What follows belongs to an exercise in optimizing a design on an open flow for small area; a production flow would make more cautious choices. RTL that was checked went through simulation tests only; none was proved equivalent to the original. No activity file was given, so power comes from the tool's default toggle rates.

==> inputs of 07-08 <==
Design dmem_responder, start of the top module:
module dmem_responder (
    input  logic                   clk,
    input  logic                   rst,
    input  logic                   req_valid,
    output logic                   req_ready,
    input  logic                   req_we,
    input  logic [31:0]            req_addr,
    input  logic [31:0]            req_wdata,
    input  logic [3:0]             req_be,
    output logic                   rsp_valid,
    input  logic                   rsp_ready,
    output logic [31:0]            rsp_rdata,
    output logic                   rsp_err,
    output logic [15:0]            test_value
);
==> module dmem_responder, before the edit <==
module dmem_responder (
    input  logic                   clk,
    input  logic                   rst,
    input  logic                   req_valid,
    output logic                   req_ready,
    input  logic                   req_we,
    input  logic [31:0]            req_addr,
    input  logic [31:0]            req_wdata,
    input  logic [3:0]             req_be,
    output logic                   rsp_valid,
    input  logic                   rsp_ready,
    output logic [31:0]            rsp_rdata,
    output logic                   rsp_err,
    output logic [15:0]            test_value
);
    localparam int N  = 63;    
    localparam int WP = 5;     
    localparam int RT = 3;     
    localparam logic [2:0] ST_IDLE = 3'd0;
    localparam logic [2:0] ST_W2   = 3'd1;
    localparam logic [2:0] ST_W1   = 3'd2;
    localparam logic [2:0] ST_W0   = 3'd3;
    localparam logic [2:0] ST_RESP = 3'd4;
    logic [2:0]  st;
    logic        ready_en;
    logic        hs;
    logic        win;
    logic        exec;
    logic        w0_q;         
    logic        fault_q;
    logic        we_q;
    logic [31:0] data_q;       
    logic [3:0]  be_q;
    logic        store_act;    
    logic [5:0]  off;
    logic [31:0] w0;
    logic [31:0] ring [N];
    logic [2:0]  clr_c;        
    logic        clr;
    assign clr = (clr_c != 3'd5);
    logic        fault_in;
    assign fault_in = (req_addr[1:0] != 2'b00) || (req_addr[31:8] != '0);
    assign hs        = req_valid && ready_en && (st == ST_IDLE);
    assign win       = (st == ST_W2) || (st == ST_W1) || (st == ST_W0);
    assign exec      = (st == ST_W0);
    assign req_ready = ready_en && (st == ST_IDLE);
    assign rsp_valid = (st == ST_RESP);
    always_ff @(posedge clk or negedge rst) begin
        if (!rst) begin
            st       <= ST_IDLE;
            ready_en <= 1'b0;
        end else begin
            ready_en <= 1'b1;
            case (st)
                ST_IDLE: if (hs) st <= ST_W2;
                ST_W2:   st <= ST_W1;
                ST_W1:   st <= ST_W0;
                ST_W0:   st <= ST_RESP;
                ST_RESP: if (rsp_ready) st <= ST_IDLE;
                default: st <= ST_IDLE;
            endcase
        end
    end
    always_ff @(posedge clk) begin
        if (hs) begin
            w0_q    <= (req_addr[7:2] == 6'd0);
            fault_q <= fault_in;
            we_q    <= req_we;
            be_q    <= req_be;
        end
    end
    always_ff @(posedge clk or negedge rst) begin
        if (!rst) begin
            store_act <= 1'b0;
            off       <= '0;
            clr_c     <= '0;
        end else begin
            if (clr) clr_c <= clr_c + 3'd1;
            if (hs) store_act <= req_we && !fault_in && (req_addr[7:2] != 6'd0);
            off <= off_n;
        end
    end
    logic [5:0] off_n;
    logic [6:0] psum;
    logic [5:0] tpos_in;
    logic [5:0] tpos;
    assign off_n   = (off == 6'(N-1)) ? 6'd0 : off + 6'd1;
    assign psum    = {1'b0, req_addr[7:2]} + {1'b0, off_n};
    assign tpos_in = (psum >= 7'(N)) ? 6'(psum - 7'(N)) : psum[5:0];
    always_ff @(posedge clk) begin
        if (hs) tpos <= tpos_in;
        else    tpos <= (tpos == 6'(N-1)) ? 6'd0 : tpos + 6'd1;
    end
    logic [N-1:0] at_pos;
    always_comb begin
        for (int i = 0; i < N; i++) at_pos[i] = (tpos == i[5:0]);
    end
    for (genvar p = 0; p < N; p++) begin : g_ring
        localparam int PREV = (p + N - 1) % N;
        if ((PREV % WP) == 0) begin : g_port
            logic       hit;
            logic [3:0] wsel;    
            logic [3:0] keep;    
            assign hit  = store_act && at_pos[PREV];
            assign wsel = {4{hit}} & be_q;
            assign keep = ~wsel & {4{!clr}};
            always_ff @(posedge clk) begin
                for (int b = 0; b < 4; b++)
                    ring[p][8*b +: 8] <= ({8{wsel[b]}} & data_q[8*b +: 8])
                                       | ({8{keep[b]}} & ring[PREV][8*b +: 8]);
            end
        end else begin : g_shift
            always_ff @(posedge clk) ring[p] <= ring[PREV];
        end
    end
    always_ff @(posedge clk or negedge rst) begin
        if (!rst) begin
            w0 <= '0;
        end else if (exec && we_q && !fault_q && w0_q) begin
            for (int b = 0; b < 4; b++)
                if (be_q[b]) w0[8*b +: 8] <= data_q[8*b +: 8];
        end
    end
    logic        ring_load;
    logic        tap_phase;
    logic [31:0] tap_data;
    assign ring_load = !we_q && !fault_q && !w0_q;
    logic [N/RT-1:0] tap_ok;
    for (genvar j = 0; j < N / RT; j++) begin : g_tap
        localparam int Q  = RT * j;
        localparam int PD = (Q == 0) ? (N - 1) % WP : (Q - 1) % WP;
        assign tap_ok[j] = (clr_c > 3'(PD));
    end
    always_comb begin
        tap_data  = '0;
        tap_phase = 1'b0;
        for (int j = 0; j < N / RT; j++) begin
            if (at_pos[RT * j]) begin
                tap_phase = 1'b1;
                if (tap_ok[j]) tap_data = tap_data | ring[RT * j];
            end
        end
    end
    always_ff @(posedge clk) begin
        if (hs)
            data_q <= req_wdata;
        else if (win && ring_load && tap_phase)
            data_q <= tap_data;
        else if (exec && !we_q && !ring_load)
            data_q <= fault_q ? 32'h0 : w0;
    end
    assign rsp_rdata  = we_q ? 32'h0 : data_q;
    assign rsp_err    = fault_q;
    assign test_value = w0[15:0];
endmodule
export LEC_CHECK = 0
export CAP_MARGIN = 20
export CORE_MARGIN = 2
export CORE_UTILIZATION = 40
export SLEW_MARGIN = 20
create_clock -name core_clock -period 5.0 [get_ports {clk}]
standard.sh (not shown) runs the stock make flow with config.mk's settings and CLKGATE_MAP_FILE= SYNTH_SCRIPT=/design/flow/synth_recipe.tcl, a recipe that flattens the netlist after the stock synthesis.
==> flow/flow/run.sh <==
#!/bin/bash
# Own layout flow: the standard synthesis, an area re-map of its combinational logic (the
# flip-flops are kept exactly as synthesized), then the standard layout with smaller port
# buffers and a clock tree built from larger sink clusters without dummy loads.
set -euo pipefail
W=$PWD
R=$W/orfs/results/$FLOW_PLATFORM/dmem_responder/base

bash standard.sh synth > "$W/synth.log" 2>&1

cp "$R/1_2_yosys.v" "$W/standard_synth.v"
FLOW_HOME=$FLOW_HOME FLOW_TOP=$FLOW_TOP bash flow/remap.sh "$W/standard_synth.v" "$W/remapped.v" > "$W/remap.log" 2>&1
cp "$W/remapped.v" "$R/1_2_yosys.v"
touch "$R/1_2_yosys.v"

bash standard.sh \
  "BUFFER_PORTS_ARGS=-buffer_cell sky130_fd_sc_hd__buf_1" \
  "CTS_ARGS=-sink_clustering_enable -repair_clock_nets -dont_use_dummy_load -sink_clustering_size 25 -sink_clustering_max_diameter 60" \
  finish > "$W/layout.log" 2>&1
==> flow/flow/remap.sh <==
#!/bin/bash
# remap.sh IN.v OUT.v: map the combinational logic of the standard synthesis's netlist again,
# for area, with ABC's area mapper, trying a few ABC scripts and keeping the smallest result.
# Every flip-flop instance keeps its name, cell and pins.
set -euo pipefail
IN=$1; OUT=$2
LIB=$FLOW_HOME/platforms/sky130hd/lib/sky130_fd_sc_hd__tt_025C_1v80.lib
D=$(dirname "$OUT")/remap
mkdir -p "$D"
SCRIPTS=(
  "strash; dch; amap; topo"
  "strash; dc2; dch -f; amap; topo"
  "strash; dch; amap; strash; dch; amap; topo"
  "strash; dch -f; map -a; topo"
  "strash; dch; amap; strash; dch; amap; strash; dch; amap; topo"
  "strash; balance; rewrite; refactor; balance; rewrite; rewrite -z; balance; refactor -z; rewrite -z; balance; dch -f; amap; topo"
)
SEQ=$(grep -o 'sky130_fd_sc_hd__[a-z0-9_]*' "$IN" | sort -u | grep -E '__(e|s)?df|__dl' | tr '\n' ' ')
for i in "${!SCRIPTS[@]}"; do
  echo "${SCRIPTS[$i]}" | tr ';' '\n' | sed 's/^ *//' > "$D/s$i.abc"
  cat > "$D/s$i.ys" <<EOY
read_liberty -ignore_miss_func $LIB
read_verilog $IN
hierarchy -top $FLOW_TOP
setattr -mod -set keep_hierarchy 1 $SEQ
flatten
rename -hide w:*.*
blackbox $SEQ
hierarchy -top $FLOW_TOP
opt_clean -purge
abc -liberty $LIB -dont_use *probe* -dont_use *lpflow* -script $D/s$i.abc
opt_clean -purge
hilomap -singleton -hicell sky130_fd_sc_hd__conb_1 HI -locell sky130_fd_sc_hd__conb_1 LO
insbuf -buf sky130_fd_sc_hd__buf_2 A X
splitnets
opt_clean -purge
tee -o $D/s$i.stat stat -liberty $LIB
write_verilog -noattr -noexpr -nohex -nodec $D/s$i.v
EOY
  yosys -l "$D/s$i.log" "$D/s$i.ys" > /dev/null &
done
wait
best=""; bestarea=""
for i in "${!SCRIPTS[@]}"; do
  [[ -f "$D/s$i.stat" && -f "$D/s$i.v" ]] || { echo "script $i (${SCRIPTS[$i]}): failed"; continue; }
  a=$(grep -o "Chip area for module.*: [0-9.]*" "$D/s$i.stat" | awk '{print $NF}')
  echo "script $i (${SCRIPTS[$i]}): area $a"
  if [[ -z "$best" ]] || awk "BEGIN{exit !($a < $bestarea)}"; then best=$i; bestarea=$a; fi
done
echo "kept script $best: area $bestarea"
cp "$D/s$best.v" "$OUT"
==> 09-21: changes against 07-08 <==
--- a/flow/design.v
+++ b/flow/design.v
@@ -28,6 +28,6 @@
     logic        exec;
-    logic        w0_q;         
+    logic [5:0]  idx_q;
     logic        fault_q;
     logic        we_q;
-    logic [31:0] data_q;       
+    logic [31:0] wdata_q;
     logic [3:0]  be_q;
@@ -35,2 +35,3 @@
     logic [5:0]  off;
+    logic [31:0] rdata_q;
     logic [31:0] w0;
@@ -65,5 +66,6 @@
         if (hs) begin
-            w0_q    <= (req_addr[7:2] == 6'd0);
+            idx_q   <= req_addr[7:2];
             fault_q <= fault_in;
             we_q    <= req_we;
+            wdata_q <= req_wdata;
             be_q    <= req_be;
@@ -108,3 +110,3 @@
                 for (int b = 0; b < 4; b++)
-                    ring[p][8*b +: 8] <= ({8{wsel[b]}} & data_q[8*b +: 8])
+                    ring[p][8*b +: 8] <= ({8{wsel[b]}} & wdata_q[8*b +: 8])
                                        | ({8{keep[b]}} & ring[PREV][8*b +: 8]);
@@ -118,5 +120,5 @@
             w0 <= '0;
-        end else if (exec && we_q && !fault_q && w0_q) begin
+        end else if (exec && we_q && !fault_q && idx_q == 6'd0) begin
             for (int b = 0; b < 4; b++)
-                if (be_q[b]) w0[8*b +: 8] <= data_q[8*b +: 8];
+                if (be_q[b]) w0[8*b +: 8] <= wdata_q[8*b +: 8];
         end
@@ -126,3 +128,3 @@
     logic [31:0] tap_data;
-    assign ring_load = !we_q && !fault_q && !w0_q;
+    assign ring_load = !we_q && !fault_q && (idx_q != 6'd0);
     logic [N/RT-1:0] tap_ok;
@@ -144,10 +146,8 @@
     always_ff @(posedge clk) begin
-        if (hs)
-            data_q <= req_wdata;
-        else if (win && ring_load && tap_phase)
-            data_q <= tap_data;
-        else if (exec && !we_q && !ring_load)
-            data_q <= fault_q ? 32'h0 : w0;
+        if (win && ring_load && tap_phase)
+            rdata_q <= tap_data;
+        else if (exec && !ring_load)
+            rdata_q <= (!we_q && !fault_q) ? w0 : 32'h0;
     end
-    assign rsp_rdata  = we_q ? 32'h0 : data_q;
+    assign rsp_rdata  = rdata_q;
     assign rsp_err    = fault_q;
==> flow/run.sh (new file) <==
#!/bin/bash
# synth_recipe.tcl (not shown) runs the flow's synth.tcl, then flattens the netlist and writes it again
# the make line also repeats each setting of config.mk as NAME=value (left out here)
make -C /OpenROAD-flow-scripts/flow DESIGN_CONFIG=/design/flow/config.mk WORK_HOME=/design/flow/orfs CLKGATE_MAP_FILE= SYNTH_SCRIPT=/design/flow/synth_recipe.tcl finish
removed: flow/flow/run.sh
removed: flow/flow/remap.sh
removed: flow/standard.sh
==> 06-13: changes against 07-08 <==
--- a/flow/design.v
+++ b/flow/design.v
@@ -31,3 +31,3 @@
     logic        we_q;
-    logic [31:0] data_q;       
+    logic [31:0] wdata_q;
     logic [3:0]  be_q;
@@ -35,2 +35,3 @@
     logic [5:0]  off;
+    logic [31:0] rdata_q;
     logic [31:0] w0;
@@ -68,2 +69,3 @@
             we_q    <= req_we;
+            wdata_q <= req_wdata;
             be_q    <= req_be;
@@ -108,3 +110,3 @@
                 for (int b = 0; b < 4; b++)
-                    ring[p][8*b +: 8] <= ({8{wsel[b]}} & data_q[8*b +: 8])
+                    ring[p][8*b +: 8] <= ({8{wsel[b]}} & wdata_q[8*b +: 8])
                                        | ({8{keep[b]}} & ring[PREV][8*b +: 8]);
@@ -120,3 +122,3 @@
             for (int b = 0; b < 4; b++)
-                if (be_q[b]) w0[8*b +: 8] <= data_q[8*b +: 8];
+                if (be_q[b]) w0[8*b +: 8] <= wdata_q[8*b +: 8];
         end
@@ -144,10 +146,8 @@
     always_ff @(posedge clk) begin
-        if (hs)
-            data_q <= req_wdata;
-        else if (win && ring_load && tap_phase)
-            data_q <= tap_data;
-        else if (exec && !we_q && !ring_load)
-            data_q <= fault_q ? 32'h0 : w0;
+        if (win && ring_load && tap_phase)
+            rdata_q <= tap_data;
+        else if (exec && !ring_load)
+            rdata_q <= (!we_q && !fault_q) ? w0 : 32'h0;
     end
-    assign rsp_rdata  = we_q ? 32'h0 : data_q;
+    assign rsp_rdata  = rdata_q;
     assign rsp_err    = fault_q;
==> notes <==
- 09-21 ran to the end with no violations. 06-13 ran to the end with no violations. 07-08 finished clean.
- Between 09-21 and 06-13, the lower core utilization is in 06-13 (gap 2.1 points).
- Die area, highest first: 09-21, 06-13, 07-08.
- In 09-21 the sequential share of layout area is lower than in 06-13, by 7.8 points.
- Between 09-21 and 06-13, the lower synthesized cell count is in 06-13 (gap 19%, measured against 06-13).
- Setup slack: 09-21 is better than 07-08 (0.20 ns).
==> figures <==
Non-clock buffer instance count of the final layout: 09-21 204; 07-08 233; 06-13 219
Effective utilization at floorplan: 09-21 40.2%; 07-08 40.4%; 06-13 40.3%
Post-Synthesis Cells: 09-21 4,761; 07-08 4,002; 06-13 3,991
DR WL met3: 09-21 17,700 um; 07-08 13,800 um; 06-13 11,800 um
Clock group power: 09-21 15.3 mW; 07-08 9.06 mW; 06-13 9.02 mW
Timing endpoint of the critical path: 09-21 rdata_q[26]; 07-08 data_q[17]; 06-13 rdata_q[27]
Result of the run: 09-21 finished clean; 07-08 finished clean; 06-13 finished clean
Final instance area: 09-21 0.0676 mm^2; 07-08 0.0597 mm^2; 06-13 0.0602 mm^2
Minimum period implied by the final worst setup slack: 09-21 4.08 ns; 07-08 4.28 ns; 06-13 4.26 ns
Class of the most critical hold timing path: 09-21 in2async; 07-08 reg2reg; 06-13 reg2reg
Fin Hold WS: 09-21 0.131 ns; 07-08 0.269 ns; 06-13 0.287 ns
M3 GR Usage: 09-21 5.91%; 07-08 4.64%; 06-13 3.90%
For 09-21 and 06-13, only the layout was checked, not whether the RTL still works.

========
==> run M <==
==> flow/design.v <==
module dmem_responder (
    input  logic                   clk,
    input  logic                   rst,
    input  logic                   req_valid,
    output logic                   req_ready,
    input  logic                   req_we,
    input  logic [31:0]            req_addr,
    input  logic [31:0]            req_wdata,
    input  logic [3:0]             req_be,
    output logic                   rsp_valid,
    input  logic                   rsp_ready,
    output logic [31:0]            rsp_rdata,
    output logic                   rsp_err,
    output logic [15:0]            test_value
);
    localparam int N  = 63;    
    localparam int WP = 5;     
    localparam int RT = 3;     
    localparam logic [2:0] ST_IDLE = 3'd0;
    localparam logic [2:0] ST_W2   = 3'd1;
    localparam logic [2:0] ST_W1   = 3'd2;
    localparam logic [2:0] ST_W0   = 3'd3;
    localparam logic [2:0] ST_RESP = 3'd4;
    logic [2:0]  st;
    logic        ready_en;
    logic        hs;
    logic        win;
    logic        exec;
    logic        w0_q;         
    logic        fault_q;
    logic        we_q;
    logic [31:0] data_q;       
    logic [3:0]  be_q;
    logic        store_act;    
    logic [5:0]  off;
    logic [31:0] w0;
    logic [31:0] ring [N];
    logic [2:0]  clr_c;        
    logic        clr;
    assign clr = (clr_c != 3'd5);
    logic        fault_in;
    assign fault_in = (req_addr[1:0] != 2'b00) || (req_addr[31:8] != '0);
    assign hs        = req_valid && ready_en && (st == ST_IDLE);
    assign win       = (st == ST_W2) || (st == ST_W1) || (st == ST_W0);
    assign exec      = (st == ST_W0);
    assign req_ready = ready_en && (st == ST_IDLE);
    assign rsp_valid = (st == ST_RESP);
    always_ff @(posedge clk or negedge rst) begin
        if (!rst) begin
            st       <= ST_IDLE;
            ready_en <= 1'b0;
        end else begin
            ready_en <= 1'b1;
            case (st)
                ST_IDLE: if (hs) st <= ST_W2;
                ST_W2:   st <= ST_W1;
                ST_W1:   st <= ST_W0;
                ST_W0:   st <= ST_RESP;
                ST_RESP: if (rsp_ready) st <= ST_IDLE;
                default: st <= ST_IDLE;
            endcase
        end
    end
    always_ff @(posedge clk) begin
        if (hs) begin
            w0_q    <= (req_addr[7:2] == 6'd0);
            fault_q <= fault_in;
            we_q    <= req_we;
            be_q    <= req_be;
        end
    end
    always_ff @(posedge clk or negedge rst) begin
        if (!rst) begin
            store_act <= 1'b0;
            off       <= '0;
            clr_c     <= '0;
        end else begin
            if (clr) clr_c <= clr_c + 3'd1;
            if (hs) store_act <= req_we && !fault_in && (req_addr[7:2] != 6'd0);
            off <= off_n;
        end
    end
    logic [5:0] off_n;
    logic [6:0] psum;
    logic [5:0] tpos_in;
    logic [5:0] tpos;
    assign off_n   = (off == 6'(N-1)) ? 6'd0 : off + 6'd1;
    assign psum    = {1'b0, req_addr[7:2]} + {1'b0, off_n};
    assign tpos_in = (psum >= 7'(N)) ? 6'(psum - 7'(N)) : psum[5:0];
    always_ff @(posedge clk) begin
        if (hs) tpos <= tpos_in;
        else    tpos <= (tpos == 6'(N-1)) ? 6'd0 : tpos + 6'd1;
    end
    logic [N-1:0] at_pos;
    always_comb begin
        for (int i = 0; i < N; i++) at_pos[i] = (tpos == i[5:0]);
    end
    for (genvar p = 0; p < N; p++) begin : g_ring
        localparam int PREV = (p + N - 1) % N;
        if ((PREV % WP) == 0) begin : g_port
            logic       hit;
            logic [3:0] wsel;    
            logic [3:0] keep;    
            assign hit  = store_act && at_pos[PREV];
            assign wsel = {4{hit}} & be_q;
            assign keep = ~wsel & {4{!clr}};
            always_ff @(posedge clk) begin
                for (int b = 0; b < 4; b++)
                    ring[p][8*b +: 8] <= ({8{wsel[b]}} & data_q[8*b +: 8])
                                       | ({8{keep[b]}} & ring[PREV][8*b +: 8]);
            end
        end else begin : g_shift
            always_ff @(posedge clk) ring[p] <= ring[PREV];
        end
    end
    always_ff @(posedge clk or negedge rst) begin
        if (!rst) begin
            w0 <= '0;
        end else if (exec && we_q && !fault_q && w0_q) begin
            for (int b = 0; b < 4; b++)
                if (be_q[b]) w0[8*b +: 8] <= data_q[8*b +: 8];
        end
    end
    logic        ring_load;
    logic        tap_phase;
    assign ring_load = !we_q && !fault_q && !w0_q;
    logic [N/RT-1:0] tap_ok;
    for (genvar j = 0; j < N / RT; j++) begin : g_tap
        localparam int Q  = RT * j;
        localparam int PD = (Q == 0) ? (N - 1) % WP : (Q - 1) % WP;
        assign tap_ok[j] = (clr_c > 3'(PD));
    end
    logic [N/RT-1:0]   at_tap;
    for (genvar j = 0; j < N / RT; j++) begin : g_at_tap
        assign at_tap[j] = at_pos[RT * j];
    end
    logic              rd_win;
    logic [N/RT-1:0]   sel_tap;
    logic              sel_w0;
    logic              data_en;
    logic [31:0]       data_d;
    assign rd_win    = win && ring_load;
    assign tap_phase = |at_tap;
    assign sel_tap   = {(N/RT){rd_win}} & at_tap & tap_ok;
    assign sel_w0    = exec && !we_q && !fault_q && w0_q;
    assign data_en   = hs || (rd_win && tap_phase) || (exec && !we_q && !ring_load);
    always_comb begin
        data_d = ({32{hs}} & req_wdata) | ({32{sel_w0}} & w0);
        for (int j = 0; j < N / RT; j++)
            data_d = data_d | ({32{sel_tap[j]}} & ring[RT * j]);
    end
    always_ff @(posedge clk) begin
        if (data_en) data_q <= data_d;
    end
    assign rsp_rdata  = we_q ? 32'h0 : data_q;
    assign rsp_err    = fault_q;
    assign test_value = w0[15:0];
endmodule
==> flow/flow/run.sh <==
#!/bin/bash
# Own layout flow: the standard synthesis, an area re-map of its combinational logic (the
# flip-flops are kept exactly as synthesized), then the standard layout with smaller port
# buffers and a clock tree built from larger sink clusters without dummy loads.
set -euo pipefail
W=$PWD
R=$W/orfs/results/$FLOW_PLATFORM/dmem_responder/base

bash standard.sh synth > "$W/synth.log" 2>&1

cp "$R/1_2_yosys.v" "$W/standard_synth.v"
FLOW_HOME=$FLOW_HOME FLOW_TOP=$FLOW_TOP bash flow/remap.sh "$W/standard_synth.v" "$W/remapped.v" > "$W/remap.log" 2>&1
cp "$W/remapped.v" "$R/1_2_yosys.v"
touch "$R/1_2_yosys.v"

bash standard.sh \
  "BUFFER_PORTS_ARGS=-buffer_cell sky130_fd_sc_hd__buf_1" \
  "CTS_ARGS=-sink_clustering_enable -repair_clock_nets -dont_use_dummy_load -sink_clustering_size 30 -sink_clustering_max_diameter 60" \
  finish > "$W/layout.log" 2>&1
==> flow/flow/remap.sh <==
#!/bin/bash
# remap.sh IN.v OUT.v: map the combinational logic of the standard synthesis's netlist again,
# for area, with ABC's area mapper, trying a few ABC scripts and keeping the smallest result.
# Every flip-flop instance keeps its name, cell and pins.
set -euo pipefail
IN=$1; OUT=$2
LIB=$FLOW_HOME/platforms/sky130hd/lib/sky130_fd_sc_hd__tt_025C_1v80.lib
D=$(dirname "$OUT")/remap
mkdir -p "$D"
SCRIPTS=(
  "strash; dch; amap; topo"
  "strash; dc2; dch -f; amap; topo"
  "strash; dch; amap; strash; dch; amap; topo"
  "strash; dch -f; map -a; topo"
  "strash; dch; amap; strash; dch; amap; strash; dch; amap; topo"
  "strash; balance; rewrite; refactor; balance; rewrite; rewrite -z; balance; refactor -z; rewrite -z; balance; dch -f; amap; topo"
)
SEQ=$(grep -o 'sky130_fd_sc_hd__[a-z0-9_]*' "$IN" | sort -u | grep -E '__(e|s)?df|__dl' | tr '\n' ' ')
for i in "${!SCRIPTS[@]}"; do
  echo "${SCRIPTS[$i]}" | tr ';' '\n' | sed 's/^ *//' > "$D/s$i.abc"
  cat > "$D/s$i.ys" <<EOY
read_liberty -ignore_miss_func $LIB
read_verilog $IN
hierarchy -top $FLOW_TOP
setattr -mod -set keep_hierarchy 1 $SEQ
flatten
rename -hide w:*.*
blackbox $SEQ
hierarchy -top $FLOW_TOP
opt_clean -purge
abc -liberty $LIB -dont_use *probe* -dont_use *lpflow* -script $D/s$i.abc
opt_clean -purge
hilomap -singleton -hicell sky130_fd_sc_hd__conb_1 HI -locell sky130_fd_sc_hd__conb_1 LO
insbuf -buf sky130_fd_sc_hd__buf_2 A X
splitnets
opt_clean -purge
tee -o $D/s$i.stat stat -liberty $LIB
write_verilog -noattr -noexpr -nohex -nodec $D/s$i.v
EOY
  yosys -l "$D/s$i.log" "$D/s$i.ys" > /dev/null &
done
wait
best=""; bestarea=""
for i in "${!SCRIPTS[@]}"; do
  [[ -f "$D/s$i.stat" && -f "$D/s$i.v" ]] || { echo "script $i (${SCRIPTS[$i]}): failed"; continue; }
  a=$(grep -o "Chip area for module.*: [0-9.]*" "$D/s$i.stat" | awk '{print $NF}')
  echo "script $i (${SCRIPTS[$i]}): area $a"
  if [[ -z "$best" ]] || awk "BEGIN{exit !($a < $bestarea)}"; then best=$i; bestarea=$a; fi
done
echo "kept script $best: area $bestarea"
cp "$D/s$best.v" "$OUT"
==> flow/standard.sh <==
#!/bin/bash
# synth_recipe.tcl (not shown) runs the flow's synth.tcl, then flattens the netlist and writes it again
# the make line also repeats each setting of config.mk as NAME=value (left out here)
make -C /OpenROAD-flow-scripts/flow DESIGN_CONFIG=/design/flow/config.mk WORK_HOME=/design/flow/orfs CLKGATE_MAP_FILE= SYNTH_SCRIPT=/design/flow/synth_recipe.tcl "${@:-finish}"
==> flow/config.mk <==
export PLATFORM = sky130hd
export DESIGN_NAME = dmem_responder
export DESIGN_NICKNAME = dmem_responder
export VERILOG_FILES = /design/flow/design.v
export SDC_FILE = /design/flow/constraint.sdc
export NUM_CORES = 4
export LEC_CHECK = 0
export CAP_MARGIN = 20
export CORE_MARGIN = 2
export CORE_UTILIZATION = 40
export PLACE_DENSITY = 0.8
export SLEW_MARGIN = 20
==> flow/constraint.sdc <==
create_clock -name core_clock -period 5.0 [get_ports {clk}]
set_input_delay 1.0000 -clock core_clock [delete_from_list [all_inputs] [get_ports {clk}]]
set_output_delay 1.0000 -clock core_clock [all_outputs]
set_load 0.01 [all_outputs]
==> run D (differences from run M) <==
--- a/flow/design.v
+++ b/flow/design.v
@@ -26,13 +26,14 @@
     logic        hs;
     logic        win;
     logic        exec;
-    logic        w0_q;         
+    logic [5:0]  idx_q;
     logic        fault_q;
     logic        we_q;
-    logic [31:0] data_q;       
+    logic [31:0] wdata_q;
     logic [3:0]  be_q;
     logic        store_act;    
     logic [5:0]  off;
+    logic [31:0] rdata_q;
     logic [31:0] w0;
     logic [31:0] ring [N];
     logic [2:0]  clr_c;        
@@ -63,9 +64,10 @@
     end
     always_ff @(posedge clk) begin
         if (hs) begin
-            w0_q    <= (req_addr[7:2] == 6'd0);
+            idx_q   <= req_addr[7:2];
             fault_q <= fault_in;
             we_q    <= req_we;
+            wdata_q <= req_wdata;
             be_q    <= req_be;
         end
     end
@@ -106,7 +108,7 @@
             assign keep = ~wsel & {4{!clr}};
             always_ff @(posedge clk) begin
                 for (int b = 0; b < 4; b++)
-                    ring[p][8*b +: 8] <= ({8{wsel[b]}} & data_q[8*b +: 8])
+                    ring[p][8*b +: 8] <= ({8{wsel[b]}} & wdata_q[8*b +: 8])
                                        | ({8{keep[b]}} & ring[PREV][8*b +: 8]);
             end
         end else begin : g_shift
@@ -116,43 +118,38 @@
     always_ff @(posedge clk or negedge rst) begin
         if (!rst) begin
             w0 <= '0;
-        end else if (exec && we_q && !fault_q && w0_q) begin
+        end else if (exec && we_q && !fault_q && idx_q == 6'd0) begin
             for (int b = 0; b < 4; b++)
-                if (be_q[b]) w0[8*b +: 8] <= data_q[8*b +: 8];
+                if (be_q[b]) w0[8*b +: 8] <= wdata_q[8*b +: 8];
         end
     end
     logic        ring_load;
     logic        tap_phase;
-    assign ring_load = !we_q && !fault_q && !w0_q;
+    logic [31:0] tap_data;
+    assign ring_load = !we_q && !fault_q && (idx_q != 6'd0);
     logic [N/RT-1:0] tap_ok;
     for (genvar j = 0; j < N / RT; j++) begin : g_tap
         localparam int Q  = RT * j;
         localparam int PD = (Q == 0) ? (N - 1) % WP : (Q - 1) % WP;
         assign tap_ok[j] = (clr_c > 3'(PD));
     end
-    logic [N/RT-1:0]   at_tap;
-    for (genvar j = 0; j < N / RT; j++) begin : g_at_tap
-        assign at_tap[j] = at_pos[RT * j];
-    end
-    logic              rd_win;
-    logic [N/RT-1:0]   sel_tap;
-    logic              sel_w0;
-    logic              data_en;
-    logic [31:0]       data_d;
-    assign rd_win    = win && ring_load;
-    assign tap_phase = |at_tap;
-    assign sel_tap   = {(N/RT){rd_win}} & at_tap & tap_ok;
-    assign sel_w0    = exec && !we_q && !fault_q && w0_q;
-    assign data_en   = hs || (rd_win && tap_phase) || (exec && !we_q && !ring_load);
     always_comb begin
-        data_d = ({32{hs}} & req_wdata) | ({32{sel_w0}} & w0);
-        for (int j = 0; j < N / RT; j++)
-            data_d = data_d | ({32{sel_tap[j]}} & ring[RT * j]);
+        tap_data  = '0;
+        tap_phase = 1'b0;
+        for (int j = 0; j < N / RT; j++) begin
+            if (at_pos[RT * j]) begin
+                tap_phase = 1'b1;
+                if (tap_ok[j]) tap_data = tap_data | ring[RT * j];
+            end
+        end
     end
     always_ff @(posedge clk) begin
-        if (data_en) data_q <= data_d;
+        if (win && ring_load && tap_phase)
+            rdata_q <= tap_data;
+        else if (exec && !ring_load)
+            rdata_q <= (!we_q && !fault_q) ? w0 : 32'h0;
     end
-    assign rsp_rdata  = we_q ? 32'h0 : data_q;
+    assign rsp_rdata  = rdata_q;
     assign rsp_err    = fault_q;
     assign test_value = w0[15:0];
 endmodule
==> flow/run.sh (new file) <==
#!/bin/bash
# synth_recipe.tcl (not shown) runs the flow's synth.tcl, then flattens the netlist and writes it again
# the make line also repeats each setting of config.mk as NAME=value (left out here)
make -C /OpenROAD-flow-scripts/flow DESIGN_CONFIG=/design/flow/config.mk WORK_HOME=/design/flow/orfs CLKGATE_MAP_FILE= SYNTH_SCRIPT=/design/flow/synth_recipe.tcl finish
Settings changed: CORE_UTILIZATION 40 to 60, CTS_BUF_LIST from default to sky130_fd_sc_hd__clkbuf_4, GPL_TIMING_DRIVEN from default to 0, PLACE_DENSITY 0.8 to default.
removed: flow/flow/run.sh
removed: flow/flow/remap.sh
removed: flow/standard.sh
==> metrics.md <==
| Metric | Value |
|---|---|
| Status | `complete, but fails checks` |
| Violated checks | `negative setup slack` |
| Cells on worst reg2reg path | `11` |
| Avg Synthesized Cell Area | `12.1 um2` |
| Inst Count DP | `6188` |
| CP dominant cell by count | `buf_2` |
| Worst slew margin | `0.0630` |
| Net Sw Frac | `0.263` |
| PnR worst setup slack | `-134 ps` |
| Finish-stage setup viols | `3` |
| Worst skew pair latency | `1310 ps` |
| FILL cells | `6997` |
| CTS clk-pin slew, worst paths | `60 ps` |
| First-pass GRT wire length | `305000 um` |
[end of results for run D]
==> metrics.md <==
| Metric | Value |
|---|---|
| PnR worst setup slack | `483 ps` |
| Worst slew margin | `0.157` |
| CTS clk-pin slew, worst paths | `110 ps` |
| First-pass GRT wire length | `221000 um` |
| Worst skew pair latency | `710 ps` |
| Largest cell class by area | `sequential cells` |
| Status | `timing/DRC/antenna clean` |
| Finish-stage setup viols | `0` |
| Avg Synthesized Cell Area | `13.3 um2` |
| FILL cells | `11500` |
| CP dominant cell by count | `clkinv_1` |
| Cells on worst reg2reg path | `15` |
| Net Sw Frac | `0.234` |
[end of results for run M]
The RTL of run D was laid out without a check of its function.

## port drivers added, routing unchanged
The flow's constraints put no driver on any port. The routed layouts listed below were extracted and timed again, unchanged, in two steps.
Step 1 (the two cells are an assumption about what drives the block):
set clk [get_ports {clk}]
set_driving_cell -lib_cell sky130_fd_sc_hd__clkbuf_16 $clk
set_driving_cell -lib_cell sky130_fd_sc_hd__buf_2 [delete_from_list [all_inputs] $clk]
Step 2 adds t to the input delays and takes it off the output delays; t is the mean of the earliest and latest rising clock arrival at the registers after step 1. Input paths then give back, and output paths get back, about the clock's delay inside the block.
Three values: no drivers, after step 1, after step 2; two values: the first two.
run	shift t [ns]	setup WS [ns]	worst setup path at the end	worst data-port slew with drivers (ns)	pins driven straight from the clock port
07-08	0.774	0.715 / 0.715 / 0.715	register to register	0.13	1
09-21	0.869	0.919 / 0.919 / 0.919	register to register	0.05	1
06-13	0.776	0.738 / 0.738 / 0.738	register to register	0.06	1
run M	0.728	0.483 / 0.483 / 0.483	register to register	0.18	1
run D	1.325	-0.134 / -0.134 / -0.134	register to register	0.04	1
